What follows belongs to an exercise in optimizing a design on an open flow for small area; a production flow would make more cautious choices.
In this exercise RTL edits were held to simulation tests only and were not proved equivalent to the original.
Power figures rest on the tool's default switching activity, not on a simulated workload.

<file path="flow/run.sh">
#!/bin/bash
# synth_recipe.tcl (not shown) runs the flow's synth.tcl, then flattens the netlist and writes it again
# the make line also repeats each setting of config.mk as NAME=value (left out here)
make -C /OpenROAD-flow-scripts/flow DESIGN_CONFIG=/design/flow/config.mk WORK_HOME=/design/flow/orfs CLKGATE_MAP_FILE= SYNTH_SCRIPT=/design/flow/synth_recipe.tcl finish
</file>
<file path="flow/config.mk">
export PLATFORM = sky130hd
export DESIGN_NAME = traceDisasm
export DESIGN_NICKNAME = traceDisasm
export VERILOG_FILES = /design/flow/design.v
export SDC_FILE = /design/flow/constraint.sdc
export NUM_CORES = 4
export LEC_CHECK = 0
export ABC_AREA = 1
export CAP_MARGIN = 20
export CORE_MARGIN = 2
export CORE_UTILIZATION = 40
export SLEW_MARGIN = 20
</file>
<file path="flow/constraint.sdc">
create_clock -name core_clock -period 10.0 [get_ports {clk}]
set_input_delay 2.0000 -clock core_clock [delete_from_list [all_inputs] [get_ports {clk}]]
set_output_delay 2.0000 -clock core_clock [all_outputs]
set_load 0.01 [all_outputs]
</file>
<file path="flow/design.v">
package rvIsaPkg;
    typedef struct packed {
        logic [6:0] funct7;
        logic [4:0] rs2;
        logic [4:0] rs1;
        logic [2:0] funct3;
        logic [4:0] rd;
        logic [6:0] opcode;
    } rvRType;
    typedef struct packed {
        logic [11:0] imm;
        logic [4:0]  rs1;
        logic [2:0]  funct3;
        logic [4:0]  rd;
        logic [6:0]  opcode;
    } rvIType;
    typedef struct packed {
        logic [6:0] immHi;
        logic [4:0] rs2;
        logic [4:0] rs1;
        logic [2:0] funct3;
        logic [4:0] immLo;
        logic [6:0] opcode;
    } rvSType;
    typedef struct packed {
        logic       imm12;
        logic [5:0] imm10_5;
        logic [4:0] rs2;
        logic [4:0] rs1;
        logic [2:0] funct3;
        logic [3:0] imm4_1;
        logic       imm11;
        logic [6:0] opcode;
    } rvBType;
    typedef struct packed {
        logic [19:0] imm;
        logic [4:0]  rd;
        logic [6:0]  opcode;
    } rvUType;
    typedef struct packed {
        logic       imm20;
        logic [9:0] imm10_1;
        logic       imm11;
        logic [7:0] imm19_12;
        logic [4:0] rd;
        logic [6:0] opcode;
    } rvJType;
    typedef logic [31:0] rvInstWord;
    typedef enum logic [4:0] {
        LOAD   = 5'b00000,
        OPIMM  = 5'b00100,
        STORE  = 5'b01000,
        OP     = 5'b01100,
        LUI    = 5'b01101,
        BRANCH = 5'b11000,
        JALR   = 5'b11001,
        JAL    = 5'b11011,
        SYSTEM = 5'b11100
    } rvOpcode;
    typedef logic [7:0]                asciiChar;
    typedef logic [3*8-1:0]            regText;    
    typedef logic [19*8-1:0]  instText;   
    function automatic asciiChar hexChar(input logic [3:0] nib);
        if (nib < 4'd10) begin
            hexChar = 8'h30 + {4'h0, nib};
        end else begin
            hexChar = 8'h37 + {4'h0, nib};   
        end
    endfunction
endpackage
package traceLinePkg;
    typedef struct packed {
        logic [31:0]         pc;
        logic [31:0]         code;
    } retireRec;
    typedef logic [30*8-1:0] traceLine;
endpackage
`timescale 1ns/1ps
module traceDisasm (
    input  logic                   clk,
    input  logic                   reset,
    input  logic                   retire,
    input  traceLinePkg::retireRec retireData,
    output logic                   charValid,
    output logic [7:0]             charData,
    output logic                   lineDone,
    output logic [16-1:0]  dropCount
);
    localparam logic [3:0] C_R     = 4'd0;    
    localparam logic [3:0] C_IALU  = 4'd1;    
    localparam logic [3:0] C_LW    = 4'd2;
    localparam logic [3:0] C_JALR  = 4'd3;
    localparam logic [3:0] C_SW    = 4'd4;
    localparam logic [3:0] C_BR    = 4'd5;
    localparam logic [3:0] C_JAL   = 4'd6;
    localparam logic [3:0] C_LUI   = 4'd7;
    localparam logic [3:0] C_CSR   = 4'd8;
    localparam logic [3:0] C_MRET  = 4'd9;
    localparam logic [3:0] C_ECALL = 4'd10;
    localparam logic [3:0] C_NOP   = 4'd11;
    localparam logic [3:0] C_STALL = 4'd12;
    localparam logic [3:0] C_ILL   = 4'd13;
    localparam logic [3:0] T_NONE = 4'd0;
    localparam logic [3:0] T_R    = 4'd1;
    localparam logic [3:0] T_I    = 4'd2;
    localparam logic [3:0] T_S    = 4'd3;
    localparam logic [3:0] T_B    = 4'd4;
    localparam logic [3:0] T_J    = 4'd5;
    localparam logic [3:0] T_U    = 4'd6;
    localparam logic [3:0] T_CR   = 4'd7;
    localparam logic [3:0] T_CI   = 4'd8;
    localparam logic [3:0] T_ILL  = 4'd9;
    logic        busy;
    logic [4:0]  cnt;
    logic [31:0] pcr;     
    logic [31:7] code;    
    logic [3:0]  cls;
    logic [3:0]  clsIn;
    logic z25, mhi, lo73, lo13, lo00;
    logic [2:0] inF3; logic [6:0] inF7;
    assign inF3 = retireData.code[14:12]; assign inF7 = retireData.code[31:25];
    assign z25 = retireData.code[31:7] == 25'h0;
    assign mhi = retireData.code[31:7] == 25'h0604000;
    assign lo73 = retireData.code[6:0] == 7'h73;
    assign lo13 = retireData.code[6:0] == 7'h13;
    assign lo00 = retireData.code[6:0] == 7'h00;
    logic f7z; assign f7z = inF7 == 7'h00;
    logic [3:0] oc; logic leg;
    always_comb begin
        oc = C_ILL; leg = 1'b0;
        case (retireData.code[6:2])
            5'b01100: begin oc = C_R; leg = f7z || (inF7 == 7'h20 && (inF3 == 3'b000 || inF3 == 3'b101)); end
            5'b00100: begin oc = C_IALU; leg = (inF3[1:0] != 2'b01) || (inF7[6] == 1'b0 && inF7[4:0] == 5'h0 && (inF3[2] || !inF7[5])); end
            5'b00000: begin oc = C_LW; leg = inF3 == 3'b010; end
            5'b01000: begin oc = C_SW; leg = inF3 == 3'b010; end
            5'b11000: begin oc = C_BR; leg = inF3[2:1] != 2'b01; end
            5'b11011: begin oc = C_JAL; leg = 1'b1; end
            5'b11001: begin oc = C_JALR; leg = inF3 == 3'b000; end
            5'b01101: begin oc = C_LUI; leg = 1'b1; end
            5'b11100: begin oc = C_CSR; leg = inF3[1:0] != 2'b00; end
            default: begin oc = C_ILL; leg = 1'b0; end
        endcase
        if (z25 & lo73) clsIn = C_ECALL;
        else if (z25 & lo13) clsIn = C_NOP;
        else if (z25 & lo00) clsIn = C_STALL;
        else if (mhi & lo73) clsIn = C_MRET;
        else clsIn = leg ? oc : C_ILL;
    end
    always_ff @(posedge clk) begin
        if (reset) begin
            busy <= 1'b0;
        end else if (busy) begin
            busy <= cnt != 5'd31;
        end else begin
            busy <= retire;
        end
    end
    always_ff @(posedge clk) begin
        cnt <= busy ? cnt + 5'd1 : 5'd0;
    end
    always_ff @(posedge clk) begin
        if (!busy) begin
            pcr  <= retireData.pc;
            code <= retireData.code[31:7];
            cls  <= clsIn;
        end else begin
            pcr  <= {pcr[27:0], pcr[31:28]};
        end
    end
    logic [16:0] dcCarry;
    logic [15:0] dcSum;
    assign dcCarry[0] = retire & busy;
    always_comb begin
        for (int i = 0; i < 16; i++) begin
            dcSum[i]       = dropCount[i] ^ dcCarry[i];
            dcCarry[i + 1] = dropCount[i] & dcCarry[i];
        end
    end
    always_ff @(posedge clk) begin
        dropCount <= reset ? 16'h0000 : (dcSum | {16{dcCarry[16]}});
    end
    logic [3:0] sub;
    logic       ops;
    logic [7:0] mnChar;
    logic       mnEnd;
    always_ff @(posedge clk) begin
        if (cnt == 5'd11 || mnEnd) begin
            sub <= 4'd0;
        end else begin
            sub <= sub + 4'd1;
        end
        if (cnt == 5'd11) begin
            ops <= 1'b0;
        end else if (mnEnd) begin
            ops <= 1'b1;
        end
    end
    logic [55:0] mn;
    logic [3:0]  fmt;
    logic [2:0]  f3;
    assign f3 = code[14:12];
    always_comb begin
        mn   = "       ";
        fmt  = T_NONE;
        case (cls)
            C_R: begin
                fmt = T_R;
                case (f3)
                    3'b000: mn = code[30] ? "sub    " : "add    ";
                    3'b001: mn = "sll    ";
                    3'b010: mn = "slt    ";
                    3'b011: mn = "sltu   ";
                    3'b100: mn = "xor    ";
                    3'b101: mn = code[30] ? "sra    " : "srl    ";
                    3'b110: mn = "or     ";
                    default: mn = "and    ";
                endcase
            end
            C_IALU: begin
                fmt = T_I;
                case (f3)
                    3'b000: mn = "addi   ";
                    3'b001: mn = "slli   ";
                    3'b010: mn = "slti   ";
                    3'b011: mn = "sltiu  ";
                    3'b100: mn = "xori   ";
                    3'b101: mn = code[30] ? "srai   " : "srli   ";
                    3'b110: mn = "ori    ";
                    default: mn = "andi   ";
                endcase
            end
            C_LW:   begin mn = "lw     "; fmt = T_I; end
            C_JALR: begin mn = "jalr   "; fmt = T_I; end
            C_SW:   begin mn = "sw     "; fmt = T_S; end
            C_BR: begin
                fmt = T_B;
                case (f3)
                    3'b000: begin mn = "beq    "; end
                    3'b001: begin mn = "bne    "; end
                    3'b100: begin mn = "blt    "; end
                    3'b101: begin mn = "bge    "; end
                    3'b110: begin mn = "bltu   "; end
                    default: begin mn = "bgeu   "; end
                endcase
            end
            C_JAL:  begin mn = "jal    "; fmt = T_J; end
            C_LUI:  begin mn = "lui    "; fmt = T_U; end
            C_CSR: begin
                fmt = f3[2] ? T_CI : T_CR;
                case (f3[1:0])
                    2'b01:   mn = f3[2] ? "csrrwi " : "csrrw  ";
                    2'b10:   mn = f3[2] ? "csrrsi " : "csrrs  ";
                    default: mn = f3[2] ? "csrrci " : "csrrc  ";
                endcase
            end
            C_MRET:  begin mn = "mret   "; end
            C_ECALL: begin mn = "ecall  "; end
            C_NOP:   begin mn = "nop    "; end
            C_STALL: begin mn = "stall  "; end
            default: begin mn = "illegal"; fmt = T_ILL; end
        endcase
    end
    assign mnChar = sub[2:0] == 3'd7 ? " " : mn[55 - sub[2:0]*8 -: 8];
    assign mnEnd  = !ops && cnt >= 5'd12 && mnChar == " ";
    logic       hex;
    logic [3:0] nib;
    logic [7:0] chr;
    logic fR, fI, fS, fB, fJ, fU, fCR, fCI, fIll, fC, fSB;
    assign fR = fmt == T_R; assign fI = fmt == T_I; assign fS = fmt == T_S; assign fB = fmt == T_B;
    assign fJ = fmt == T_J; assign fU = fmt == T_U; assign fCR = fmt == T_CR; assign fCI = fmt == T_CI;
    assign fIll = fmt == T_ILL; assign fC = fCR | fCI; assign fSB = fS | fB;
    logic [15:0] qd;
    always_comb for (int i = 0; i < 16; i++) qd[i] = sub == i;
    logic sA, sB, sC, sD, sE, sF, sG, sH, sI, sJ, sK, sL, sM, sN, sO, sP;
    assign sA = qd[1] & (fR|fI|fJ|fU|fC);                         
    assign sB = qd[2] & (fR|fI|fJ|fU|fC) | qd[10] & fS;           
    assign sC = qd[1] & fSB | qd[5] & (fR|fI) | qd[9] & fCR | qd[8] & fCI;    
    assign sD = qd[2] & fSB | qd[6] & (fR|fI) | qd[10] & fCR | qd[9] & fCI;   
    assign sE = qd[5] & fSB | qd[9] & fR;              
    assign sF = qd[6] & (fSB|fU|fC) | qd[10] & (fR|fI);  
    assign sG = qd[4] & (fU|fC) | qd[8] & (fI|fS);     
    assign sH = qd[5] & (fU|fC) | qd[9] & fI | qd[8] & fJ;  
    assign sI = qd[5] & fJ | qd[7] & fU;               
    assign sJ = qd[6] & fJ | qd[8] & fU;               
    assign sK = qd[4] & fJ | qd[8] & fB;               
    assign sL = qd[9] & fB;                            
    assign sM = qd[9] & fS | qd[10] & fB;              
    assign sN = qd[11] & fB;                           
    assign sO = qd[7] & fJ;                            
    assign sP = qd[9] & fJ;                            
    assign hex = sA|sB|sC|sD|sE|sF|sG|sH|sI|sJ|sK|sL|sM|sN|sO|sP;
    assign nib = ({4{sA}} & {3'b0, code[11]}) | ({4{sB}} & code[10:7]) | ({4{sC}} & {3'b0, code[19]}) |
                 ({4{sD}} & code[18:15]) | ({4{sE}} & {3'b0, code[24]}) | ({4{sF}} & code[23:20]) |
                 ({4{sG}} & code[31:28]) | ({4{sH}} & code[27:24]) | ({4{sI}} & code[19:16]) |
                 ({4{sJ}} & code[15:12]) | ({4{sK}} & {3'b0, code[31]}) | ({4{sL}} & {code[7], code[30:28]}) |
                 ({4{sM}} & {code[27:25], code[11]}) | ({4{sN}} & {code[10:8], 1'b0}) |
                 ({4{sO}} & {code[20], code[30:28]}) | ({4{sP}} & {code[23:21], 1'b0});
    logic cx, cc, cH;
    assign cx = ~fIll & (fmt != T_NONE) & (qd[0] | qd[4] & (fR|fI|fSB) | qd[8] & (fR|fCR));
    assign cc = ~fIll & (fmt != T_NONE) & (qd[3] | qd[7] & ~fJ & ~fU);
    assign cH = qd[9] & fU | qd[10] & fJ | qd[11] & (fI|fS) | qd[12] & fB;
    logic [7:0] ill;
    always_comb begin
        case (sub)
            4'd0:  ill = "i";
            4'd1:  ill = "n";
            4'd2:  ill = "s";
            4'd3:  ill = "t";
            4'd4:  ill = "r";
            4'd5:  ill = "u";
            4'd6:  ill = "c";
            4'd7:  ill = "t";
            4'd8:  ill = "i";
            4'd9:  ill = "o";
            4'd10: ill = "n";
            default: ill = " ";
        endcase
    end
    assign chr = fIll ? ill : cx ? "x" : cc ? "," : cH ? "H" : " ";
    logic       oHex;
    logic [3:0] oNib;
    logic [7:0] oChr;
    always_comb begin
        oHex = 1'b0;
        oNib = pcr[7:4];
        oChr = " ";
        if (cnt <= 5'd9) begin
            oHex = 1'b1;
        end else if (cnt == 5'd10) begin
            oChr = ":";
        end else if (cnt == 5'd11) begin
            oChr = " ";
        end else if (cnt == 5'd31) begin
            oChr = 8'h0A;
        end else if (!ops) begin
            oChr = mnChar;
        end else begin
            oHex = hex;
            oNib = nib;
            oChr = chr;
        end
    end
    assign charData  = oHex ? rvIsaPkg::hexChar(oNib) : oChr;
    assign charValid = busy && cnt[4:1] != 4'd0;
    assign lineDone  = busy && cnt == 5'd31;
endmodule
</file>
==> flow_summary_export.csv, run 1 <==
group,metric,value,unit
pwr,p_per_area,123,nW/um2
yosys,synth_compound_area_share,11.2,%
detailed_routing,wl_per_cell,14.4,um
detailed_routing,route.antenna.remaining_nets,0,
yosys,ys_types,47,
clock_tree,path_clk_slew,0.08,ns
detailed_routing,drc_errors,0,
hold_path,worstHoldEndpoint,"pcr[3]",
critical_path,crit_arrival,4.13,ns
floorplanning,rows,45,
sta,final-setup-viol-count,0,
critical_path,r2r_cells,19,
pwr,total_power,950,uW
pwr,power.leakage,0.00372,uW
clock_tree,cts_resized,0,
floorplanning,coreArea,15300,um2
sta,max_slew.worst_pin.slew,0.847,ns
yosys,synth_simple_gate_area_share,39.1,%
yosys,async_flop_share,0,%
global_routing,grt.overflow.total,0,
hold_path,holdPathStages,2,
sta,skew,0.00795,ns
clock_tree,hold_buffers,0,
yosys,syn_area,6310,um2
critical_path,cp.depth,19,
detailed_routing,vias_per_cell,5.09,
finish,insertedDiodeCount,0,
yosys,synthAdderAreaFrac,6.54,%
pwr,ir_drop,0.108,mV
detailed_routing,vias,6488,
critical_path,r2r-end,"ill[2]",
clock_tree,cts_num_sinks,94,
finish,mostFrequentLayoutCells,"349 x nand2_1, 111 x inv_1, 95 x nor2_1, 91 x clkdlybuf4s50_1, 65 x dfxtp_1",
sta,fin_crit,6.13,ns
yosys,synth-edff-count,29,
critical_path,worstPathMaxFanout,14,
yosys,ys_seq_area_share,34.4,%
critical_path,worstSetupPathType,"flop to output pin",
yosys,synth-xor-area-share,0.139,%
critical_path,worstPathBufferInverterCount,5,
yosys,yosys_warnings,1,
yosys,syn_avg_cell_area,6.47,um2
hold_path,hp-class,"flop to flop",
finish,fin_nets,1159,
critical_path,cp_top_family,"simple AND/OR/NAND/NOR gates",
yosys,synth_flop_cell,"dfxtp_1",
detailed_routing,first_iter_violations,472,
floorplanning,num_io_pins,93,
critical_path,crit_chain,"ha_1, inv_1, nor2_1, inv_1, o21ai_0, o21ai_0, nand2_1, inv_1, nand3_1, nand2_1, ha_1, inv_1, nand3_1, nand2_1, nand3_1, nand2_1, nand2_1, nand2_1, clkdlybuf4s50_1",
sta,finalSetupTns,0,ns
global_routing,grt_usage,22.6,%
clock_tree,cts-buffers-inserted,9,
sta,hold_viol,0,
global_routing,grt_max_degree,67,
finish,area_growth,22.1,%
clock_tree,post_cts_buffers,0,
finish,final_common_cell,"nand2_1",
sta,period_share,61.3,%
critical_path,crit_required,8.00,ns
finish,fin_area,7700,um2
placement,placedInstanceArea,7400,um2
placement,gp_congestion,0.940,
critical_path,crit_path_frequent_cell,"nand2_1",
detailed_routing,finalWirelength,18.4,mm
critical_path,max_stage_delay,0.66,ns
outcome,status,"complete, no violations",
sta,rsz0062_at_grt,"no",
finish,fill_cells,1626,
detailed_routing,firstDrtPassIters,5,
hold_path,min_from,"pcr[31]",
clock_tree,clock-root-buffer,"clkbuf_16",
finish,drive_gt1_share,4.89,%
yosys,synth_top_family_by_area,"simple AND/OR/NAND/NOR gates",
flow_run,maxCapViolations,0,
sta,fmax,163,MHz
global_routing,grt_pass1_vias,6031,
floorplanning,dieArea,16800,um2
finish,final_cells,1275,
placement,dp_hpwl,14.6,mm
yosys,syn_inst,976,
critical_path,endpoint_kind,"output pin",
global_routing,grt_pass1_wl,30.0,mm
critical_path,start_kind,"flop",
clock_tree,h-tree-depth,3,
yosys,ys_ff_latch,94,
clock_tree,clock_latency,0.34,ns
clock_tree,cts_tree,"built",
clock_tree,clk_path_buf_depth,2,
critical_path,cpMaxStageDelayCell,"nor2_1",
placement,port_buffers,91,
critical_path,timing.rr.start,"sub[0]",
placement,dp.cells,1259,
floorplanning,fp.dieW,130,um
critical_path,r2r_setup_slack,6.00,ns
sta,drv_slew,0,
yosys,syn_nets,1076,
sta,relSlewSlack,43.3,%
global_routing,antenna_found_initial,0,
yosys,synth.mux.area_fraction,0,%
floorplanning,start_util,41.2,%
floorplanning,dieHeight,130,um
## per-stage QoR
stage                     util (%)  hold slack [ns]  worst slack [ns]
after floorplan                  -            0.399              4.72
after global placement        48.3            0.407              4.15
after detailed placement      48.3            0.408              4.07
after CTS                     50.3            0.426              3.93
after global routing          50.3            0.442              3.52
final                         50.3            0.422              3.87
## cells in the mapped netlist, types with 2 or more instances
library cell / number / area [um2]
clkbuf_1: 13 / 48.8
nor4_1: 2 / 12.5
and3_1: 4 / 25.0
nor3b_1: 3 / 22.5
nand2_1: 349 / 1310
edfxtp_1: 29 / 871
a31oi_1: 6 / 37.5
o31ai_1: 3 / 22.5
nand2_2: 10 / 62.6
nor2_4: 4 / 45.0
nand4_1: 19 / 119
a22oi_1: 4 / 30.0
o21ai_0: 38 / 190
o21ai_1: 8 / 40.0
o21a_1: 2 / 15.0
nand3_1: 58 / 290
nor2_1: 95 / 357
nor2_2: 5 / 31.3
nand3b_1: 5 / 37.5
a41oi_1: 2 / 17.5
nor3_1: 14 / 70.1
dfxtp_1: 65 / 1300
nor4b_1: 2 / 17.5
ha_1: 33 / 413
or2_2: 4 / 25.0
inv_2: 7 / 26.3
inv_1: 112 / 420
o22ai_1: 3 / 18.8
a21oi_1: 55 / 275
buf_2: 5 / 25.0
## final cells by class
class | instances | area [um2] | share of cell area, %
Sequential cell | 94 | 2170 | 28.2
Clock buffer | 9 | 225 | 2.92
Multi-Input combinational cell | 742 | 3600 | 46.7
Tap cell | 211 | 264 | 3.43
Inverter | 119 | 447 | 5.80
Clock inverter | 7 | 73.8 | 0.958
Timing Repair Buffer | 93 | 926 | 12.0
## worst max-delay path by stage
| stage | endpoint | startpoint | slack (ns) |
|---|---|---|---|
| 2_1_floorplan | dropCount[10] | retire | 4.72 |
| 3_3_place_gp | dropCount[14] | retire | 4.15 |
| 3_5_place_dp | dropCount[2] | retire | 4.07 |
| 4_1_cts | charData[6] | sub[0] | 3.93 |
| 5_1_grt | charData[6] | sub[0] | 3.52 |
| 6_report | charData[2] | sub[0] | 3.87 |
## registers in the layout, summed over array words and instances, names as in the netlist
name,cells
cls,4
pcr,32
busy,1
sub,4
code,25
ill,6
ops,1
dropCount,16
cnt,5
## tightest hold or removal path, delay by kind of cell, from the launching register on
family | cells | cell delay [ns]
DFF | 1 | 0.31
and+or+nand+nor | 2 | 0.09
## cell families (layout without fill, tap and decap cells)
logic type | after synthesis | after routing
fa+ha+maj | 33 | 33
xor+xnor | 1 | 1
other cells | 1 | 1
buf+inv | 140 | 228
simple gates | 579 | 579
flops | 94 | 94
compound gates | 128 | 128
## where the power goes
part           total [uW]  leakage [uW]  switching (uW)  internal (uW)
combinational         175       0.00274             103           72.0
sequential            439      0.000827            15.7            423
clock                 337      0.000149             160            177
total                 950       0.00372             278            672
## routing by layer
layer | vias up | global-route usage (%) | wire length (um)
met4 | 0 | 9.11 | 569
li1 | 3335 | - | -
met2 | 211 | 35.8 | 8160
met1 | 2899 | 30.1 | 8490
met5 | - | 0 | 0
met3 | 43 | 4.87 | 1200
==> run 2: changes to the inputs <==
--- a/flow/config.mk
+++ b/flow/config.mk
@@ -9,4 +9,5 @@
 export CAP_MARGIN = 20
 export CORE_MARGIN = 2
 export CORE_UTILIZATION = 40
+export CTS_BUF_LIST = sky130_fd_sc_hd__clkbuf_8
 export SLEW_MARGIN = 20
==> flow_summary_export.csv, run 2 <==
group,metric,value,unit
sta,max_slew.worst_pin.slew,0.823,ns
clock_tree,path_clk_slew,0.11,ns
yosys,synth-edff-count,29,
global_routing,grt_pass1_vias,6001,
floorplanning,coreArea,15300,um2
pwr,ir_drop,0.0903,mV
sta,skew,0.0154,ns
detailed_routing,route.antenna.remaining_nets,0,
finish,drive_gt1_share,4.89,%
detailed_routing,first_iter_violations,458,
detailed_routing,vias_per_cell,5.03,
clock_tree,cts_resized,0,
detailed_routing,wl_per_cell,14.4,um
floorplanning,dieHeight,130,um
sta,final-setup-viol-count,0,
critical_path,crit_path_frequent_cell,"nand2_1",
sta,fmax,162,MHz
yosys,syn_nets,1076,
yosys,synth.most_common_cell,"nand2_1",
sta,hold_viol,0,
finish,fin_nets,1159,
finish,insertedDiodeCount,0,
finish,largestRegisters,"pcr (32), code (25), dropCount (16)",
detailed_routing,drc_errors,0,
global_routing,grt_pass1_wl,29.9,mm
sta,rsz0062_at_grt,"no",
yosys,ys_top_cells_by_count,"349 x nand2_1, 112 x inv_1, 95 x nor2_1",
pwr,total_power,864,uW
yosys,synth_flop_cell,"dfxtp_1",
yosys,yosys_warnings,1,
critical_path,cp_top_family,"simple AND/OR/NAND/NOR gates",
flow_run,maxCapViolations,0,
critical_path,start_kind,"flop",
floorplanning,start_util,41.2,%
yosys,ys_seq_area_share,34.4,%
global_routing,grt_max_degree,67,
finish,largest_reg_flops,32,
placement,dp_hpwl,14.6,mm
detailed_routing,firstDrtPassIters,6,
sta,drv_slew,0,
floorplanning,dieArea,16800,um2
detailed_routing,vias,6419,
sta,fin_crit,6.18,ns
detailed_routing,finalWirelength,18.4,mm
critical_path,max_stage_delay,0.64,ns
clock_tree,cts_num_sinks,94,
clock_tree,clock-root-buffer,"clkbuf_8",
finish,mostFrequentLayoutCells,"349 x nand2_1, 111 x inv_1, 95 x nor2_1, 91 x clkdlybuf4s50_1, 65 x dfxtp_1",
clock_tree,hold_buffers,0,
floorplanning,rows,45,
clock_tree,cts_tree,"built",
finish,regMostFlops,"pcr",
critical_path,endpoint_kind,"output pin",
yosys,async_flop_share,0,%
finish,final_common_cell,"nand2_1",
sta,finalSetupTns,0,ns
yosys,syn_inst,976,
sta,whs,0.426,ns
yosys,ys_ff_latch,94,
yosys,synth_top_area_cell,"nand2_1",
clock_tree,clk_path_buf_depth,2,
outcome,status,"complete, no violations",
placement,gp_congestion,0.940,
yosys,syn_avg_cell_area,6.47,um2
critical_path,worstPathMaxFanout,14,
pwr,power.leakage,0.00367,uW
finish,utilization,49.6,%
critical_path,crit_chain,"ha_1, inv_1, nor2_1, inv_1, o21ai_0, o21ai_0, nand2_1, inv_1, nand3_1, nand2_1, ha_1, inv_1, nand3_1, nand2_1, nand3_1, nand2_1, nand2_1, nand2_1, clkdlybuf4s50_1",
critical_path,cpMaxStageDelayCell,"nor2_1",
floorplanning,fp.dieW,130,um
hold_path,hp-class,"flop to flop",
critical_path,worstSetupPathType,"flop to output pin",
critical_path,crit_required,8.00,ns
clock_tree,clock_latency,0.38,ns
sta,period_share,61.8,%
clock_tree,post_cts_buffers,0,
critical_path,crit_arrival,4.18,ns
floorplanning,num_io_pins,93,
clock_tree,h-tree-depth,3,
clock_tree,cts-buffers-inserted,9,
yosys,synth_area_leaders,"nand2_1 21%, dfxtp_1 21%, edfxtp_1 14%",
global_routing,grt_usage,22.6,%
global_routing,grt.overflow.total,0,
pwr,p_per_area,114,nW/um2
placement,pre_cts_ws,4.07,ns
global_routing,antenna_found_initial,0,
sta,fin_ws,3.82,ns
yosys,synth_top_area_share,20.8,%
yosys,ys_types,47,
placement,port_buffers,91,
critical_path,worstPathBufferInverterCount,5,
yosys,syn_area,6310,um2
sta,relSlewSlack,44.9,%
finish,area_growth,20.5,%
run 2: changes by cell type in the layout (fill, tap and decap cells not counted):
cell / delta
clkbuf_16: -9
clkbuf_8: +9
run 2: stage by stage:
stage	std cells	instance area, um2
5_1_grt	1275	7600
2_1_floorplan	976	6310
4_1_cts	1275	7600
6_report	1275	7600
3_5_place_dp	1259	7400
3_3_place_gp	1259	7400
run 2: per-layer routing:
metal  track usage, %  routed length (um)  vias to the layer above
met4             8.35                 501                        0
li1                 -                   -                     3328
met2             36.1                8200                      194
met5                0                   0                        -
met1             30.1                8590                     2860
met3             4.75                1110                       37
run 2: cell families after synthesis:
kind of cell | Yosys count | synth area share, %
AO/OA/AOI/OAI | 128 | 11.2
XOR/XNOR | 1 | 0.139
adder cells (fa/ha/maj) | 33 | 6.54
buffers and inverters | 140 | 8.60
flip-flops | 94 | 34.4
other | 1 | 0.0594
AND/OR/NAND/NOR | 579 | 39.1
run 2: worst min-delay path: cells and delay by family, from the launching register on:
kind	cells	cell delay [ns]
DFF	1	0.32
and+or+nand+nor	2	0.09
run 2: final cells by class:
class / count / area (um2)
repair buffers: 93 / 926
inverters: 119 / 447
multi-input cells: 742 / 3600
fillers: 1631 / 7710
clock inverters: 7 / 73.8
well taps: 211 / 264
clock buffers: 9 / 124
flip-flops and latches: 94 / 2170
run 2: final timing paths:
| check | startpoint | endpoint | slack (ns) | depth (start not counted) |
|---|---|---|---|---|
| max | sub[0] | charData[2] | 3.82 | 19 |
| min | pcr[31] | pcr[3] | 0.43 | 2 |
| max reg2reg | sub[0] | ill[2] | 6.03 | 19 |
| min reg2reg | pcr[31] | pcr[3] | 0.43 | 2 |
run 2: power breakdown:
part | total [uW] | switching, uW | internal [uW]
Combinational | 175 | 103 | 72.0
Sequential | 439 | 15.6 | 423
Clock | 250 | 151 | 98.7
==> run 3: changes to the inputs <==
==> flow/flow/run.sh (new file) <==
#!/bin/bash
# The standard layout (standard.sh) with two changes:
#  - synthesis maps logic with an area-oriented ABC script (flow/synth.tcl);
#  - the port buffers are the smallest buffer, sky130_fd_sc_hd__buf_1.
# Each tool's full output goes to the ORFS logs under orfs/logs and, for the
# whole run, to standard.log in this folder.
set -euo pipefail
W=$(pwd)
bash standard.sh SYNTH_SCRIPT="$W/flow/synth.tcl" \
  "BUFFER_PORTS_ARGS=-buffer_cell sky130_fd_sc_hd__buf_1" finish > "$W/standard.log" 2>&1
==> flow/flow/area.abc (new file) <==
strash
ifraig
scorr
dc2
drw
drf
dc2
strash
dch -f
amap
topo
==> flow/flow/synth.tcl (new file) <==
# Standard synthesis (synth_recipe.tcl, unchanged) with one difference: the
# technology-mapping ABC call uses an area-oriented script (area.abc) in place
# of ORFS's delay-oriented one. Registers are mapped by dfflibmap before ABC,
# so they are the standard synthesis's registers.
set area_abc [file join [file dirname [file normalize [info script]]] area.abc]
proc abc {args} {
  global area_abc
  set i [lsearch -exact $args -script]
  if {$i >= 0} {
    lset args [expr {$i + 1}] $area_abc
  }
  yosys abc {*}$args
}
source [file join [file dirname [file dirname [file normalize [info script]]]] synth_recipe.tcl]
==> flow/standard.sh (new file) <==
#!/bin/bash
# synth_recipe.tcl (not shown) runs the flow's synth.tcl, then flattens the netlist and writes it again
# the make line also repeats each setting of config.mk as NAME=value (left out here)
make -C /OpenROAD-flow-scripts/flow DESIGN_CONFIG=/design/flow/config.mk WORK_HOME=/design/flow/orfs CLKGATE_MAP_FILE= SYNTH_SCRIPT=/design/flow/synth_recipe.tcl "${@:-finish}"
removed: flow/run.sh
==> flow_summary_export.csv, run 3 <==
group,metric,value,unit
yosys,ys_types,45,
detailed_routing,wl_per_cell,17.3,um
yosys,synth_compound_area_share,23.7,%
clock_tree,clk_path_buf_depth,2,
finish,largestRegisters,"pcr (32), code (25), dropCount (16)",
clock_tree,cts_resized,0,
finish,drive_gt1_share,2.73,%
pwr,pwr-share-seq,54.6,%
sta,drv_slew,0,
global_routing,antenna_found_initial,0,
sta,period_share,66.6,%
floorplanning,rows,42,
yosys,synth_top_area_share,24.1,%
global_routing,grt_pass1_vias,5280,
outcome,status,"complete, no violations",
yosys,yosys_warnings,1,
global_routing,grt.overflow.total,0,
pwr,power.clock.fraction,31.5,%
sta,skew,0.0105,ns
placement,dp.cells,928,
sta,fin_crit,6.66,ns
yosys,ys_seq_area_share,40.3,%
critical_path,worstPathMaxFanout,16,
clock_tree,path_clk_slew,0.11,ns
critical_path,crit_arrival,4.66,ns
finish,largest_reg_flops,32,
clock_tree,cts_tree,"built",
sta,relSlewSlack,20.3,%
yosys,ys_ff_latch,94,
finish,final_cells,944,
pwr,power.leakage,0.00223,uW
sta,fmax,150,MHz
pwr,p_per_area,129,nW/um2
finish,mostFrequentLayoutCells,"135 x nor2_1, 91 x buf_1, 73 x clkinv_1, 65 x dfxtp_1, 40 x nand2_1",
clock_tree,clock-root-buffer,"clkbuf_8",
pwr,internal_power,558,uW
yosys,synth.mux.area_fraction,0,%
placement,dp_hpwl,12.8,mm
detailed_routing,finalWirelength,16.3,mm
clock_tree,clock_latency,0.39,ns
pwr,ir_drop,0.115,mV
finish,final_common_cell,"nor2_1",
clock_tree,h-tree-depth,3,
clock_tree,cts_num_sinks,94,
floorplanning,start_util,40.9,%
yosys,synth-xor-area-share,0,%
hold_path,worstHoldEndpoint,"pcr[4]",
yosys,syn_avg_cell_area,8.17,um2
pwr,combPwrFrac,13.9,%
yosys,synth_area_leaders,"dfxtp_1 24%, edfxtp_1 16%, nor2_1 9.4%",
floorplanning,coreArea,13200,um2
yosys,synth_top_family_by_area,"compound AO/OA/AOI/OAI gates",
critical_path,r2r_setup_slack,4.98,ns
yosys,synth.most_common_cell,"nor2_1",
placement,port_buffers,91,
yosys,syn_nets,760,
hold_path,min_from,"pcr[0]",
detailed_routing,vias,5443,
clock_tree,post_cts_buffers,0,
critical_path,endpoint_kind,"output pin",
detailed_routing,route.antenna.remaining_nets,0,
hold_path,holdPathStages,1,
yosys,synthAdderAreaFrac,7.66,%
critical_path,r2r-end,"ill[0]",
sta,finalSetupTns,0,ns
sta,hold_viol,0,
yosys,syn_area,5390,um2
yosys,async_flop_share,0,%
floorplanning,dieArea,14400,um2
sta,whs,0.440,ns
clock_tree,hold_buffers,0,
detailed_routing,first_iter_violations,668,
finish,insertedDiodeCount,0,
critical_path,start_kind,"flop",
sta,rsz0062_at_grt,"no",
placement,gp_congestion,0.975,
floorplanning,num_io_pins,93,
global_routing,grt_max_degree,67,
global_routing,grt_usage,23.4,%
sta,final-setup-viol-count,0,
yosys,synth_simple_gate_area_share,22.9,%
critical_path,timing.rr.start,"cls[2]",
critical_path,r2r_cells,18,
global_routing,grt_pass1_wl,26.9,mm
pwr,p_switching,236,uW
floorplanning,fp.dieW,120,um
detailed_routing,firstDrtPassIters,6,
critical_path,crit_required,8.00,ns
detailed_routing,drc_errors,0,
yosys,syn_inst,660,
finish,regMostFlops,"pcr",
yosys,synth_top_area_cell,"dfxtp_1",
yosys,synth-edff-count,29,
floorplanning,dieHeight,120,um
critical_path,worstSetupPathType,"flop to output pin",
pwr,switching_share,29.7,%
detailed_routing,vias_per_cell,5.77,
finish,fin_nets,863,
hold_path,hp-class,"flop to flop",
yosys,synth_flop_cell,"dfxtp_1",
clock_tree,cts-buffers-inserted,9,
yosys,ys_top_cells_by_count,"135 x nor2_1, 74 x clkinv_1, 65 x dfxtp_1",
flow_run,maxCapViolations,0,
finish,area_growth,14.3,%
sta,max_slew.worst_pin.slew,1.19,ns
-- run 3: changes by cell type in the layout (fill, tap and decap cells not counted), sizes merged, moves of 33 or more --
cell,previous run,this run
nand3,59,14
inv,123,5
o22a,0,33
nand2,359,40
clkdlybuf4s50,91,0
buf,2,95
clkinv,3,75
-- run 3: kinds of logic (layout without fill, tap and decap cells) --
| kind of cell | count (synthesis) | count (layout) |
|---|---|---|
| other | 1 | 1 |
| and+or+nand+nor | 275 | 275 |
| buffers and inverters | 77 | 185 |
| DFF | 94 | 94 |
| AOI/OAI and AO/OA | 180 | 180 |
| adders and majority gates | 33 | 33 |
-- run 3: final cells by class --
cell class	count	area [um2]
timing repair buffer	95	372
multi-input combinational	489	2920
inverter	74	278
tap	176	220
sequential	94	2170
fill	1338	7030
clock buffer	9	124
clock inverter	7	72.6
-- run 3: critical path, cell delays in order, from the launching register on --
cell       delay, ns
dfxtp_1         0.72
clkinv_1        0.52
ha_1            0.39
and3_1          0.23
a22oi_1         0.24
clkinv_1        0.18
a222oi_1        0.36
clkinv_1        0.10
a2111oi_0       0.44
o22ai_1         0.20
clkinv_1        0.11
a21oi_1         0.11
nor2b_1         0.20
o21ai_0         0.14
nor2b_1         0.17
buf_1           0.15
-- run 3: worst max-delay path by stage --
stage | start | endpoint | slack [ns] | cells after the start
6_report | sub[0] | charData[4] | 3.34 | 15
3_5_place_dp | sub[0] | charData[4] | 3.81 | 15
2_1_floorplan | retire | dropCount[0] | 4.65 | 19
4_1_cts | sub[0] | charData[4] | 3.34 | 15
5_1_grt | sub[0] | charData[4] | 2.90 | 15
3_3_place_gp | sub[0] | charData[4] | 3.85 | 15
-- run 3: metrics by stage --
stage	utilization, %	area [um2]	power [uW]	setup WS [ns]
floorplan	-	5390	508	4.65
global placement	45.2	5970	551	3.85
detailed placement	45.2	5970	551	3.81
CTS	46.7	6160	801	3.34
global route	46.7	6160	836	2.90
finish	46.7	6160	795	3.34
-- run 3: routing by layer --
metal / global-route usage, % / routed length, um / up-vias
met5: 0 / 0 / -
met4: 10.1 / 512 / 0
met3: 6.13 / 1290 / 44
met2: 37.3 / 7410 / 262
met1: 29.8 / 7130 / 2501
li1: - / - / 2636
-- run 3: power by group through the flow --
stage | combinational, uW | sequential, uW | clock (uW)
after CTS | 110 | 433 | 257
after floorplan | 70.4 | 438 | 0
after global placement | 109 | 442 | 0
after detailed placement | 109 | 442 | 0
after global routing | 125 | 436 | 275
final | 111 | 434 | 251
==> run 4: changes to the inputs <==
--- a/flow/design.v
+++ b/flow/design.v
@@ -195,73 +195,138 @@
             ops <= 1'b1;
         end
     end
-    logic [55:0] mn;
     logic [3:0]  fmt;
     logic [2:0]  f3;
     assign f3 = code[14:12];
     always_comb begin
-        mn   = "       ";
-        fmt  = T_NONE;
         case (cls)
-            C_R: begin
-                fmt = T_R;
-                case (f3)
-                    3'b000: mn = code[30] ? "sub    " : "add    ";
-                    3'b001: mn = "sll    ";
-                    3'b010: mn = "slt    ";
-                    3'b011: mn = "sltu   ";
-                    3'b100: mn = "xor    ";
-                    3'b101: mn = code[30] ? "sra    " : "srl    ";
-                    3'b110: mn = "or     ";
-                    default: mn = "and    ";
-                endcase
-            end
-            C_IALU: begin
-                fmt = T_I;
-                case (f3)
-                    3'b000: mn = "addi   ";
-                    3'b001: mn = "slli   ";
-                    3'b010: mn = "slti   ";
-                    3'b011: mn = "sltiu  ";
-                    3'b100: mn = "xori   ";
-                    3'b101: mn = code[30] ? "srai   " : "srli   ";
-                    3'b110: mn = "ori    ";
-                    default: mn = "andi   ";
+            C_R:               fmt = T_R;
+            C_IALU, C_LW, C_JALR: fmt = T_I;
+            C_SW:              fmt = T_S;
+            C_BR:              fmt = T_B;
+            C_JAL:             fmt = T_J;
+            C_LUI:             fmt = T_U;
+            C_CSR:             fmt = f3[2] ? T_CI : T_CR;
+            C_MRET, C_ECALL, C_NOP, C_STALL: fmt = T_NONE;
+            default:           fmt = T_ILL;
+        endcase
+    end
+    logic isI, isSub;
+    assign isI = cls == C_IALU;
+    assign isSub = cls == C_R && code[30];
+    always_comb begin
+        mnChar = " ";
+        case (cls)
+            C_R, C_IALU: begin
+                case (sub[2:0])
+                    3'd0: case (f3)
+                              3'b000: mnChar = isSub ? "s" : "a";
+                              3'b100: mnChar = "x";
+                              3'b110: mnChar = "o";
+                              3'b111: mnChar = "a";
+                              default: mnChar = "s";
+                          endcase
+                    3'd1: case (f3)
+                              3'b000: mnChar = isSub ? "u" : "d";
+                              3'b100: mnChar = "o";
+                              3'b101, 3'b110: mnChar = "r";
+                              3'b111: mnChar = "n";
+                              default: mnChar = "l";
+                          endcase
+                    3'd2: case (f3)
+                              3'b000: mnChar = isSub ? "b" : "d";
+                              3'b001: mnChar = "l";
+                              3'b010, 3'b011: mnChar = "t";
+                              3'b100: mnChar = "r";
+                              3'b101: mnChar = code[30] ? "a" : "l";
+                              3'b110: mnChar = isI ? "i" : " ";
+                              default: mnChar = "d";
+                          endcase
+                    3'd3: mnChar = f3 == 3'b110 ? " " : isI ? "i" : f3 == 3'b011 ? "u" : " ";
+                    3'd4: mnChar = isI && f3 == 3'b011 ? "u" : " ";
+                    default: mnChar = " ";
                 endcase
             end
-            C_LW:   begin mn = "lw     "; fmt = T_I; end
-            C_JALR: begin mn = "jalr   "; fmt = T_I; end
-            C_SW:   begin mn = "sw     "; fmt = T_S; end
             C_BR: begin
-                fmt = T_B;
-                case (f3)
-                    3'b000: begin mn = "beq    "; end
-                    3'b001: begin mn = "bne    "; end
-                    3'b100: begin mn = "blt    "; end
-                    3'b101: begin mn = "bge    "; end
-                    3'b110: begin mn = "bltu   "; end
-                    default: begin mn = "bgeu   "; end
+                case (sub[2:0])
+                    3'd0: mnChar = "b";
+                    3'd1: mnChar = f3[2] ? (f3[0] ? "g" : "l") : (f3[0] ? "n" : "e");
+                    3'd2: mnChar = f3[2] ? (f3[0] ? "e" : "t") : (f3[0] ? "e" : "q");
+                    3'd3: mnChar = f3[2:1] == 2'b11 ? "u" : " ";
+                    default: mnChar = " ";
                 endcase
             end
-            C_JAL:  begin mn = "jal    "; fmt = T_J; end
-            C_LUI:  begin mn = "lui    "; fmt = T_U; end
             C_CSR: begin
-                fmt = f3[2] ? T_CI : T_CR;
-                case (f3[1:0])
-                    2'b01:   mn = f3[2] ? "csrrwi " : "csrrw  ";
-                    2'b10:   mn = f3[2] ? "csrrsi " : "csrrs  ";
-                    default: mn = f3[2] ? "csrrci " : "csrrc  ";
+                case (sub[2:0])
+                    3'd0: mnChar = "c";
+                    3'd1: mnChar = "s";
+                    3'd2, 3'd3: mnChar = "r";
+                    3'd4: mnChar = f3[1] ? (f3[0] ? "c" : "s") : "w";
+                    3'd5: mnChar = f3[2] ? "i" : " ";
+                    default: mnChar = " ";
+                endcase
+            end
+            C_JAL, C_JALR: begin
+                case (sub[2:0])
+                    3'd0: mnChar = "j";
+                    3'd1: mnChar = "a";
+                    3'd2: mnChar = "l";
+                    3'd3: mnChar = cls == C_JALR ? "r" : " ";
+                    default: mnChar = " ";
                 endcase
             end
-            C_MRET:  begin mn = "mret   "; end
-            C_ECALL: begin mn = "ecall  "; end
-            C_NOP:   begin mn = "nop    "; end
-            C_STALL: begin mn = "stall  "; end
-            default: begin mn = "illegal"; fmt = T_ILL; end
+            C_LW, C_SW: begin
+                case (sub[2:0])
+                    3'd0: mnChar = cls == C_LW ? "l" : "s";
+                    3'd1: mnChar = "w";
+                    default: mnChar = " ";
+                endcase
+            end
+            C_LUI: case (sub[2:0])
+                    3'd0: mnChar = "l";
+                    3'd1: mnChar = "u";
+                    3'd2: mnChar = "i";
+                    default: mnChar = " ";
+                endcase
+            C_MRET: case (sub[2:0])
+                    3'd0: mnChar = "m";
+                    3'd1: mnChar = "r";
+                    3'd2: mnChar = "e";
+                    3'd3: mnChar = "t";
+                    default: mnChar = " ";
+                endcase
+            C_ECALL: case (sub[2:0])
+                    3'd0: mnChar = "e";
+                    3'd1: mnChar = "c";
+                    3'd2: mnChar = "a";
+                    3'd3, 3'd4: mnChar = "l";
+                    default: mnChar = " ";
+                endcase
+            C_NOP: case (sub[2:0])
+                    3'd0: mnChar = "n";
+                    3'd1: mnChar = "o";
+                    3'd2: mnChar = "p";
+                    default: mnChar = " ";
+                endcase
+            C_STALL: case (sub[2:0])
+                    3'd0: mnChar = "s";
+                    3'd1: mnChar = "t";
+                    3'd2: mnChar = "a";
+                    3'd3, 3'd4: mnChar = "l";
+                    default: mnChar = " ";
+                endcase
+            default: case (sub[2:0])
+                    3'd0: mnChar = "i";
+                    3'd1, 3'd2: mnChar = "l";
+                    3'd3: mnChar = "e";
+                    3'd4: mnChar = "g";
+                    3'd5: mnChar = "a";
+                    3'd6: mnChar = "l";
+                    default: mnChar = " ";
+                endcase
         endcase
     end
-    assign mnChar = sub[2:0] == 3'd7 ? " " : mn[55 - sub[2:0]*8 -: 8];
-    assign mnEnd  = !ops && cnt >= 5'd12 && mnChar == " ";
+    assign mnEnd  = !ops && cnt >= 5'd12 && !mnChar[6];
     logic       hex;
     logic [3:0] nib;
     logic [7:0] chr;
==> flow_summary_export.csv, run 4 <==
group,metric,value,unit
detailed_routing,wl_per_cell,16.8,um
sta,relSlewSlack,50.8,%
clock_tree,hold_buffers,0,
finish,insertedDiodeCount,0,
outcome,status,"complete, no violations",
yosys,syn_inst,653,
global_routing,grt_pass1_wl,25.3,mm
sta,hold_viol,0,
clock_tree,cts_resized,0,
placement,pre_cts_ws,4.23,ns
sta,period_share,62.5,%
yosys,ys_ff_latch,94,
finish,mostFrequentLayoutCells,"155 x nor2_1, 91 x buf_1, 70 x clkinv_1, 65 x dfxtp_1, 46 x nand2_1",
yosys,synth_top_area_share,24.5,%
finish,regMostFlops,"pcr",
finish,largest_reg_flops,32,
critical_path,r2r_setup_slack,5.21,ns
sta,skew,0.0127,ns
sta,final-setup-viol-count,0,
sta,max_slew.worst_pin.slew,0.735,ns
yosys,ys_types,49,
yosys,ys_seq_area_share,40.8,%
clock_tree,clock-root-buffer,"clkbuf_8",
sta,finalSetupTns,0,ns
pwr,p_per_area,132,nW/um2
placement,port_buffers,91,
finish,drive_gt1_share,2.50,%
pwr,ir_drop,0.0765,mV
yosys,synth_flop_cell,"dfxtp_1",
global_routing,grt_pass1_vias,5145,
critical_path,start_kind,"flop",
yosys,synth-edff-count,29,
detailed_routing,vias,5313,
clock_tree,cts_tree,"built",
finish,fin_nets,852,
detailed_routing,route.antenna.remaining_nets,0,
yosys,ys_top_cells_by_count,"155 x nor2_1, 71 x clkinv_1, 65 x dfxtp_1",
placement,gp_congestion,1.02,
flow_run,maxCapViolations,0,
finish,final_common_cell,"nor2_1",
global_routing,antenna_found_initial,0,
critical_path,endpoint_kind,"output pin",
floorplanning,dieArea,14200,um2
clock_tree,clk_path_buf_depth,2,
sta,fin_ws,3.75,ns
finish,largestRegisters,"pcr (32), code (25), dropCount (16)",
yosys,synth_area_leaders,"dfxtp_1 24%, edfxtp_1 16%, nor2_1 11%",
detailed_routing,firstDrtPassIters,9,
floorplanning,rows,42,
yosys,yosys_warnings,1,
finish,area_growth,14.5,%
floorplanning,num_io_pins,93,
yosys,syn_avg_cell_area,8.14,um2
global_routing,grt.overflow.total,0,
floorplanning,fp.dieW,119,um
floorplanning,dieHeight,119,um
yosys,synth.most_common_cell,"nor2_1",
critical_path,r2r-end,"ill[0]",
yosys,syn_nets,751,
critical_path,worstPathMaxFanout,9,
placement,dp_hpwl,12.3,mm
yosys,async_flop_share,0,%
global_routing,grt_max_degree,68,
hold_path,hp-class,"flop to flop",
clock_tree,h-tree-depth,3,
detailed_routing,finalWirelength,15.7,mm
clock_tree,cts_num_sinks,94,
critical_path,crit_required,8.00,ns
detailed_routing,drc_errors,0,
global_routing,grt_usage,22.4,%
hold_path,holdPathStages,1,
clock_tree,post_cts_buffers,0,
sta,rsz0062_at_grt,"no",
yosys,synth_top_area_cell,"dfxtp_1",
hold_path,min_from,"pcr[11]",
detailed_routing,vias_per_cell,5.68,
floorplanning,start_util,40.5,%
sta,fmax,160,MHz
detailed_routing,first_iter_violations,478,
critical_path,worstSetupPathType,"flop to output pin",
hold_path,worstHoldEndpoint,"pcr[15]",
clock_tree,clock_latency,0.39,ns
yosys,syn_area,5320,um2
critical_path,crit_arrival,4.25,ns
clock_tree,cts-buffers-inserted,9,
sta,drv_slew,0,
sta,fin_crit,6.25,ns
floorplanning,coreArea,13100,um2
clock_tree,path_clk_slew,0.11,ns
pwr,power.leakage,0.00213,uW
critical_path,timing.rr.start,"sub[0]",
critical_path,r2r_cells,17,
run 4: worst max-delay path: stages, from the launching register on:
cell	delay (ns)
dfxtp_1	0.49
clkinv_1	0.18
ha_1	0.25
clkinv_1	0.10
nor2_1	0.17
nand2_1	0.26
o32a_1	0.18
o21ai_0	0.12
a31oi_1	0.17
o21ai_0	0.15
and2_0	0.19
a2111o_1	0.40
o21ai_0	0.15
ha_1	0.21
clkinv_1	0.06
or2_0	0.26
o21a_1	0.19
o32ai_1	0.14
buf_1	0.19
run 4: logic make-up (layout without fill, tap and decap cells):
| group | count (synthesis) | after routing | synth area share (%) |
|---|---|---|---|
| buffers and inverters | 74 | 180 | 5.29 |
| and+or+nand+nor | 290 | 290 | 24.0 |
| other | 1 | 1 | 0.0705 |
| xor gates and xnor gates | 1 | 1 | 0.165 |
| AOI/OAI and AO/OA | 162 | 162 | 22.4 |
| adders and majority gates | 31 | 31 | 7.29 |
| DFF | 94 | 94 | 40.8 |
run 4: worst max-delay path by stage:
stage | from | end | slack, ns | cells after the start
final | sub[0] | charData[2] | 3.75 | 18
after global routing | sub[0] | charData[2] | 3.37 | 18
after CTS | sub[0] | charData[2] | 3.76 | 18
after detailed placement | sub[0] | charData[2] | 4.23 | 18
after global placement | sub[0] | charData[2] | 4.28 | 15
after floorplan | retire | dropCount[0] | 4.65 | 19
run 4: metrics by stage:
stage | hold slack, ns | power (uW) | cell area (um2) | utilization [%] | std cells
final | 0.448 | 801 | 6090 | 46.4 | 935
after global routing | 0.452 | 839 | 6090 | 46.4 | 935
after CTS | 0.439 | 812 | 6090 | 46.4 | 935
after detailed placement | 0.420 | 551 | 5880 | 44.8 | 919
after global placement | 0.416 | 549 | 5880 | 44.8 | 919
after floorplan | 0.413 | 508 | 5320 | - | 653
run 4: area by class of cell:
cell class                 instances  area (um2)
clock buffer                       9         124
fill                            1319        7050
tap                              176         220
timing repair buffer              93         357
inverter                          71         267
multi-input combinational        485        2860
sequential                        94        2170
clock inverter                     7        86.3
run 4: where the power goes:
group	total (uW)	internal, uW	switching, uW	leakage (uW)
clock network	257	101	156	0.000105
registers	441	422	18.9	0.000824
logic	103	38.8	63.7	0.00120
run 4: metal layers:
metal	track usage, %	wire [um]
met5	0	0
met4	10.1	527
met3	5.89	1200
met2	36.5	7210
met1	27.8	6780
==> run 5: changes to the inputs <==
--- a/flow/design.v
+++ b/flow/design.v
@@ -364,23 +364,15 @@
     assign cx = ~fIll & (fmt != T_NONE) & (qd[0] | qd[4] & (fR|fI|fSB) | qd[8] & (fR|fCR));
     assign cc = ~fIll & (fmt != T_NONE) & (qd[3] | qd[7] & ~fJ & ~fU);
     assign cH = qd[9] & fU | qd[10] & fJ | qd[11] & (fI|fS) | qd[12] & fB;
-    logic [7:0] ill;
-    always_comb begin
-        case (sub)
-            4'd0:  ill = "i";
-            4'd1:  ill = "n";
-            4'd2:  ill = "s";
-            4'd3:  ill = "t";
-            4'd4:  ill = "r";
-            4'd5:  ill = "u";
-            4'd6:  ill = "c";
-            4'd7:  ill = "t";
-            4'd8:  ill = "i";
-            4'd9:  ill = "o";
-            4'd10: ill = "n";
-            default: ill = " ";
-        endcase
-    end
+    logic [7:0] ill;    
+    assign ill = (qd[0] | qd[8])  ? "i" :
+                 (qd[1] | qd[10]) ? "n" :
+                 qd[2]            ? "s" :
+                 (qd[3] | qd[7])  ? "t" :
+                 qd[4]            ? "r" :
+                 qd[5]            ? "u" :
+                 qd[6]            ? "c" :
+                 qd[9]            ? "o" : " ";
     assign chr = fIll ? ill : cx ? "x" : cc ? "," : cH ? "H" : " ";
     logic       oHex;
     logic [3:0] oNib;
--- a/flow/config.mk
+++ b/flow/config.mk
@@ -10,4 +10,6 @@
 export CORE_MARGIN = 2
 export CORE_UTILIZATION = 40
 export CTS_BUF_LIST = sky130_fd_sc_hd__clkbuf_8
+export CTS_CLUSTER_DIAMETER = 200
+export CTS_CLUSTER_SIZE = 40
 export SLEW_MARGIN = 20
==> flow_summary_export.csv, run 5 <==
group,metric,value,unit
outcome,status,"complete, no violations",
detailed_routing,drt-met1-wl,6.71,mm
sta,fmax,142,MHz
sta,max_slew.worst_pin.slew,0.873,ns
clock_tree,cts_resized,0,
finish,fill_cells,1322,
sta,drv_slew,0,
finish,largestRegisters,"pcr (32), code (25), dropCount (16)",
hold_path,hp-class,"flop to flop",
yosys,synth.most_common_cell,"nor2_1",
critical_path,worstSetupPathType,"flop to output pin",
global_routing,grt_pass1_wl,26.5,mm
critical_path,timing.rr.start,"busy",
critical_path,crit_chain,"clkinv_1, ha_1, clkinv_1, nor2_1, clkinv_1, nor2_1, clkinv_1, o21ai_0, or2_0, a222oi_1, nand4_1, o21ai_0, nand2_1, nand2_1, nor2_1, nor2_1, a21oi_1, a32o_1, buf_1",
yosys,ys_types,50,
yosys,synth_top_area_cell,"dfxtp_1",
critical_path,crit_end,"charData[2]",
sta,fin_crit,7.04,ns
floorplanning,start_util,40.8,%
clock_tree,path_clk_slew,0.09,ns
floorplanning,fp.dieW,118,um
finish,drive_gt1_share,2.42,%
placement,port_buffers,91,
yosys,ys_ff_latch,88,
yosys,ys_seq_area_share,39.8,%
placement,gp_congestion,0.996,
sta,skew,0.0119,ns
critical_path,r2r-end,"dropCount[1]",
critical_path,worstPathMaxFanout,15,
critical_path,cp-startpoint,"sub[0]",
critical_path,crit_required,8.00,ns
yosys,syn_inst,637,
clock_tree,cts-buffers-inserted,9,
sta,period_share,70.4,%
yosys,synth_top_area_share,22.9,%
yosys,yosys_warnings,1,
clock_tree,clock_latency,0.37,ns
detailed_routing,routed.top_layer,"met4",
detailed_routing,finalWirelength,16.1,mm
critical_path,r2r_setup_slack,5.27,ns
flow_run,maxCapViolations,0,
sta,fin_ws,2.96,ns
global_routing,antenna_found_initial,0,
hold_path,holdPathStages,1,
pwr,ir_drop,0.146,mV
global_routing,grt.overflow.total,0,
finish,fin_nets,835,
detailed_routing,firstDrtPassIters,8,
critical_path,cpMaxStageDelayCell,"clkinv_1",
pwr,p_per_area,155,nW/um2
clock_tree,hold_buffers,0,
floorplanning,rows,41,
yosys,syn_avg_cell_area,8.09,um2
floorplanning,num_io_pins,93,
detailed_routing,first_iter_violations,549,
yosys,syn_nets,733,
detailed_routing,met2WireLength,7.40,mm
finish,seqCellArea,2050,um2
sta,relSlewSlack,41.6,%
clock_tree,post_cts_buffers,0,
floorplanning,dieHeight,118,um
finish,area_growth,14.8,%
detailed_routing,drc_errors,0,
critical_path,max_stage_delay,0.58,ns
pwr,power.leakage,0.00208,uW
critical_path,r2r_cells,20,
finish,insertedDiodeCount,0,
finish,final_common_cell,"nor2_1",
critical_path,crit_arrival,5.04,ns
sta,hold_viol,0,
placement,dp_hpwl,12.7,mm
sta,finalSetupTns,0,ns
finish,regMostFlops,"pcr",
yosys,async_flop_share,0,%
clock_tree,clk_path_buf_depth,2,
yosys,syn_area,5150,um2
critical_path,start_kind,"flop",
detailed_routing,wl_met3,1.45,mm
placement,pre_cts_ws,3.68,ns
detailed_routing,vias,5344,
detailed_routing,vias_per_cell,5.83,
yosys,synth_flop_cell,"dfxtp_1",
sta,whs,0.434,ns
detailed_routing,wl_per_cell,17.6,um
clock_tree,clock-root-buffer,"clkbuf_8",
floorplanning,coreArea,12600,um2
yosys,synth-edff-count,29,
yosys,ys_top_cells_by_count,"142 x nor2_1, 65 x clkinv_1, 59 x dfxtp_1",
detailed_routing,route.antenna.remaining_nets,0,
finish,largest_reg_flops,32,
finish,multiInputGateArea,2850,um2
clock_tree,h-tree-depth,3,
sta,rsz0062_at_grt,"no",
finish,mostFrequentLayoutCells,"142 x nor2_1, 91 x buf_1, 64 x clkinv_1, 58 x dfxtp_1, 48 x nor3_1",
critical_path,worstPathBufferInverterCount,5,
sta,final-setup-viol-count,0,
clock_tree,cts_num_sinks,88,
critical_path,endpoint_kind,"output pin",
critical_path,cp_top_family,"simple AND/OR/NAND/NOR gates",
clock_tree,cts_tree,"built",
floorplanning,dieArea,13800,um2
yosys,synth_area_leaders,"dfxtp_1 23%, edfxtp_1 17%, nor2_1 10%",
critical_path,cp.depth,19,
global_routing,grt_usage,23.7,%
global_routing,grt_pass1_vias,5178,
global_routing,grt_max_degree,38,
## run 5: worst min path at each step
stage          endpoint  startpoint  slack [ns]
2_1_floorplan    pcr[0]     pcr[28]        0.41
3_3_place_gp    pcr[20]     pcr[16]        0.42
3_5_place_dp     pcr[3]     pcr[31]        0.42
4_1_cts         pcr[13]      pcr[9]        0.44
5_1_grt         pcr[13]      pcr[9]        0.45
6_report        pcr[13]      pcr[9]        0.43
## run 5: per-layer routing
metal / vias to the layer above / track usage, %
li1: 2549 / -
met1: 2460 / 30.5
met2: 279 / 37.8
met3: 56 / 6.15
met4: 0 / 9.79
met5: - / 0
## run 5: cells by family (layout without fill, tap and decap cells)
group / Yosys count / after routing / share of synthesized area (%)
simple gates: 287 / 287 / 25.1
compound gates: 166 / 166 / 23.1
flops: 88 / 88 / 39.8
buf+inv: 66 / 173 / 4.88
fa+ha+maj: 29 / 29 / 7.04
other cells: 1 / 1 / 0.0728
## run 5: where the power goes
group          switching (uW)  internal [uW]
Combinational             160           78.3
Clock                     127            123
Sequential               28.6            399
Total                     315            601
## run 5: final cells by class
| cell class | count | area share (%) |
|---|---|---|
| Tap cell | 172 | 3.64 |
| Inverter | 65 | 4.12 |
| Clock inverter | 6 | 1.16 |
| Multi-Input combinational cell | 483 | 48.2 |
| Clock buffer | 10 | 2.33 |
| Timing Repair Buffer | 92 | 5.90 |
| Sequential cell | 88 | 34.7 |
## run 5: metrics by stage
step,util (%),cell area (um2),power [uW],cells
CTS,46.9,5920,916,916
finish,46.9,5920,916,916
global placement,45.3,5710,667,900
floorplan,-,5150,583,637
global route,46.9,5920,968,916
detailed placement,45.3,5710,663,900
==> run 6: changes to the inputs <==
==> flow/flow/area.abc (replaced) <==
strash
ifraig
scorr
dc2
drw
drf
dc2
strash
&get -n
&deepsyn -T 60 -S 7
&put
strash
dch -f
amap
topo
--- a/flow/flow/synth.tcl
+++ b/flow/flow/synth.tcl
@@ -1,5 +1,5 @@
 # Standard synthesis (synth_recipe.tcl, unchanged) with one difference: the
-# technology-mapping ABC call uses an area-oriented script (area.abc) in place
+# technology-mapping ABC call uses an area-oriented script (area.abc, with ABC's deep AIG synthesis) in place
 # of ORFS's delay-oriented one. Registers are mapped by dfflibmap before ABC,
 # so they are the standard synthesis's registers.
 set area_abc [file join [file dirname [file normalize [info script]]] area.abc]
--- a/flow/config.mk
+++ b/flow/config.mk
@@ -10,6 +10,4 @@
 export CORE_MARGIN = 2
 export CORE_UTILIZATION = 40
 export CTS_BUF_LIST = sky130_fd_sc_hd__clkbuf_8
-export CTS_CLUSTER_DIAMETER = 200
-export CTS_CLUSTER_SIZE = 40
 export SLEW_MARGIN = 20
==> flow_summary_export.csv, run 6 <==
group,metric,value,unit
outcome,status,"complete, no violations",
flow_run,maxCapViolations,0,
hold_path,holdPathStages,1,
sta,finalSetupTns,0,ns
finish,largestRegisters,"pcr (32), code (25), dropCount (16)",
global_routing,use_met2,36.6,%
finish,regMostFlops,"pcr",
finish,mostFrequentLayoutCells,"117 x nor2_1, 91 x buf_1, 64 x clkinv_1, 59 x dfxtp_1, 39 x nand2_1",
clock_tree,clock-root-buffer,"clkbuf_8",
sta,period_share,67.7,%
yosys,synth.most_common_cell,"nor2_1",
yosys,syn_nets,678,
sta,skew,0.00891,ns
clock_tree,cts_num_sinks,88,
global_routing,grt_pass1_vias,4764,
clock_tree,hold_buffers,0,
finish,fin_nets,781,
sta,max_slew.worst_pin.slew,0.716,ns
critical_path,r2r_cells,21,
global_routing,antenna_found_initial,0,
floorplanning,coreArea,12000,um2
global_routing,gr-usage-met3,5.08,%
yosys,synth_flop_cell,"dfxtp_1",
detailed_routing,vias,4986,
finish,final_cells,837,
detailed_routing,finalWirelength,15.2,mm
critical_path,crit_required,8.00,ns
sta,final-setup-viol-count,0,
global_routing,use_met1,30.8,%
global_routing,grt.overflow.total,0,
detailed_routing,drc_errors,0,
global_routing,grt_pass1_wl,24.3,mm
critical_path,endpoint_kind,"output pin",
yosys,syn_avg_cell_area,8.41,um2
yosys,ys_seq_area_share,41.9,%
detailed_routing,vias_per_cell,5.96,
clock_tree,cts_tree,"built",
sta,whs,0.455,ns
detailed_routing,wl_per_cell,18.2,um
pwr,ir_drop,0.114,mV
finish,insertedDiodeCount,0,
yosys,synth-edff-count,29,
sta,fin_crit,6.77,ns
floorplanning,dieHeight,115,um
finish,area_growth,15.0,%
yosys,async_flop_share,0,%
finish,largest_reg_flops,32,
yosys,synth_area_leaders,"dfxtp_1 24%, edfxtp_1 18%, nor2_1 9.0%",
critical_path,worstPathMaxFanout,10,
clock_tree,clk_path_buf_depth,2,
detailed_routing,firstDrtPassIters,5,
floorplanning,start_util,40.9,%
sta,fin_ws,3.23,ns
yosys,ys_types,46,
global_routing,grt_usage,23.8,%
yosys,syn_inst,582,
placement,port_buffers,91,
detailed_routing,route.antenna.remaining_nets,0,
placement,dp.cells,821,
critical_path,worstSetupPathType,"flop to output pin",
clock_tree,path_clk_slew,0.10,ns
finish,drive_gt1_share,2.75,%
critical_path,crit_arrival,4.77,ns
sta,hold_viol,0,
sta,fmax,148,MHz
floorplanning,dieArea,13100,um2
clock_tree,cts-buffers-inserted,9,
yosys,synth_top_area_cell,"dfxtp_1",
hold_path,hp-class,"flop to flop",
sta,drv_slew,0,
yosys,synth_top_area_share,24.1,%
finish,final_common_cell,"nor2_1",
yosys,ys_ff_latch,88,
detailed_routing,first_iter_violations,348,
sta,rsz0062_at_grt,"no",
clock_tree,clock_latency,0.37,ns
placement,dp_hpwl,11.9,mm
placement,pre_cts_ws,3.86,ns
yosys,ys_top_cells_by_count,"117 x nor2_1, 65 x clkinv_1, 59 x dfxtp_1",
global_routing,grt_busiest_layer,"met2",
global_routing,grt_max_degree,68,
floorplanning,num_io_pins,93,
pwr,p_per_area,135,nW/um2
pwr,total_power,758,uW
yosys,yosys_warnings,1,
clock_tree,post_cts_buffers,0,
clock_tree,cts_resized,0,
pwr,power.leakage,0.00202,uW
clock_tree,h-tree-depth,3,
floorplanning,fp.dieW,115,um
floorplanning,rows,40,
critical_path,start_kind,"flop",
placement,gp_congestion,1.03,
yosys,syn_area,4890,um2
sta,relSlewSlack,52.2,%
-- run 6: changes by cell type after synthesis, moves of 4 or more --
| cell | before | now |
|---|---|---|
| o22a_1 | 32 | 2 |
| o21ai_0 | 28 | 32 |
| nor3_1 | 48 | 22 |
| nor4_1 | 7 | 16 |
| o21a_1 | 2 | 7 |
| a222oi_1 | 7 | 3 |
| a21oi_1 | 26 | 14 |
| a311oi_1 | 7 | 3 |
| nor2_1 | 142 | 117 |
| a22o_1 | 0 | 32 |
| nand4_1 | 6 | 2 |
| a31oi_1 | 8 | 15 |
-- run 6: worst paths after layout --
kind | start | to | slack, ns
setup / recovery | sub[0] | charData[6] | 3.23
setup reg to reg | busy | dropCount[4] | 5.83
hold reg to reg | pcr[17] | pcr[21] | 0.46
hold / removal | pcr[17] | pcr[21] | 0.46
-- run 6: logic make-up after synthesis --
| group | share of synthesized area, % |
|---|---|
| AND/OR/NAND/NOR | 21.1 |
| AO/OA/AOI/OAI | 24.3 |
| flip-flops | 41.9 |
| buffers and inverters | 5.14 |
| adder cells (fa/ha/maj) | 7.42 |
| other | 0.0767 |
-- run 6: metrics by stage --
step	cell area, um2	utilization (%)
after detailed placement	5430	45.4
after floorplan	4890	-
after CTS	5630	47.0
final	5630	47.0
after global routing	5630	47.0
after global placement	5430	45.4
-- run 6: layout make-up --
type / count / area, um2
fillers: 1183 / 6340
multi-input cells: 428 / 2590
flip-flops and latches: 88 / 2050
repair buffers: 93 / 357
inverters: 65 / 244
well taps: 147 / 184
clock buffers: 9 / 124
clock inverters: 7 / 76.3
-- run 6: report_power, final --
part	internal, uW	total [uW]	switching, uW
combinational	38.3	104	65.5
clock	98.0	243	145
sequential	395	411	16.7
-- run 6: metal layers --
metal,up-vias,share of wire (%)
met3,56,7.6
met4,0,5.0
met1,2299,43
li1,2363,-
met5,-,0
met2,268,45
-- run 6: worst max-delay path, stage by stage (launching register included) --
cell and delay (ns):
dfxtp_1 0.40, clkinv_1 0.11, ha_1 0.42, clkinv_1 0.34, nor2_1 0.51, clkinv_1 0.37
or3_1 0.44, o21ai_0 0.14, nor4_1 0.11, a31oi_1 0.26, a21oi_1 0.17, o21bai_1 0.21
nor2_1 0.25, clkinv_1 0.13, nor2_1 0.22, a31o_1 0.14, buf_1 0.15

[afterwards: timing with drivers on the ports]
In the flow no input, the clock included, has a driving cell. The finished layouts below were timed again as built, in two steps. Step 1 (the two cells are an assumption about what drives the block):
set clk [get_ports {clk}]
set_driving_cell -lib_cell sky130_fd_sc_hd__clkbuf_16 $clk
set_driving_cell -lib_cell sky130_fd_sc_hd__buf_2 [delete_from_list [all_inputs] $clk]
Step 2, shift: input delay + t, output delay - t, t = (earliest + latest rising clock arrival at the registers) / 2. This alone moves slack from input paths to output paths. Slacks: no drivers / after step 1 / after step 2; pairs: no drivers / after step 1.
| run | shift t [ns] | slack for setup (ns) | pins driven straight from the clock port |
|---|---|---|---|
| run 1 | 0.377 | 3.874 / 3.837 / 4.082 | 1 |
| run 2 | 0.400 | 3.823 / 3.791 / 4.086 | 1 |
| run 3 | 0.416 | 3.341 / 3.305 / 3.721 | 1 |
| run 4 | 0.417 | 3.747 / 3.714 / 4.131 | 1 |
| run 5 | 0.397 | 2.962 / 2.926 / 3.323 | 1 |
| run 6 | 0.406 | 3.230 / 3.193 / 3.599 | 1 |
After both steps every run listed still meets setup and hold.
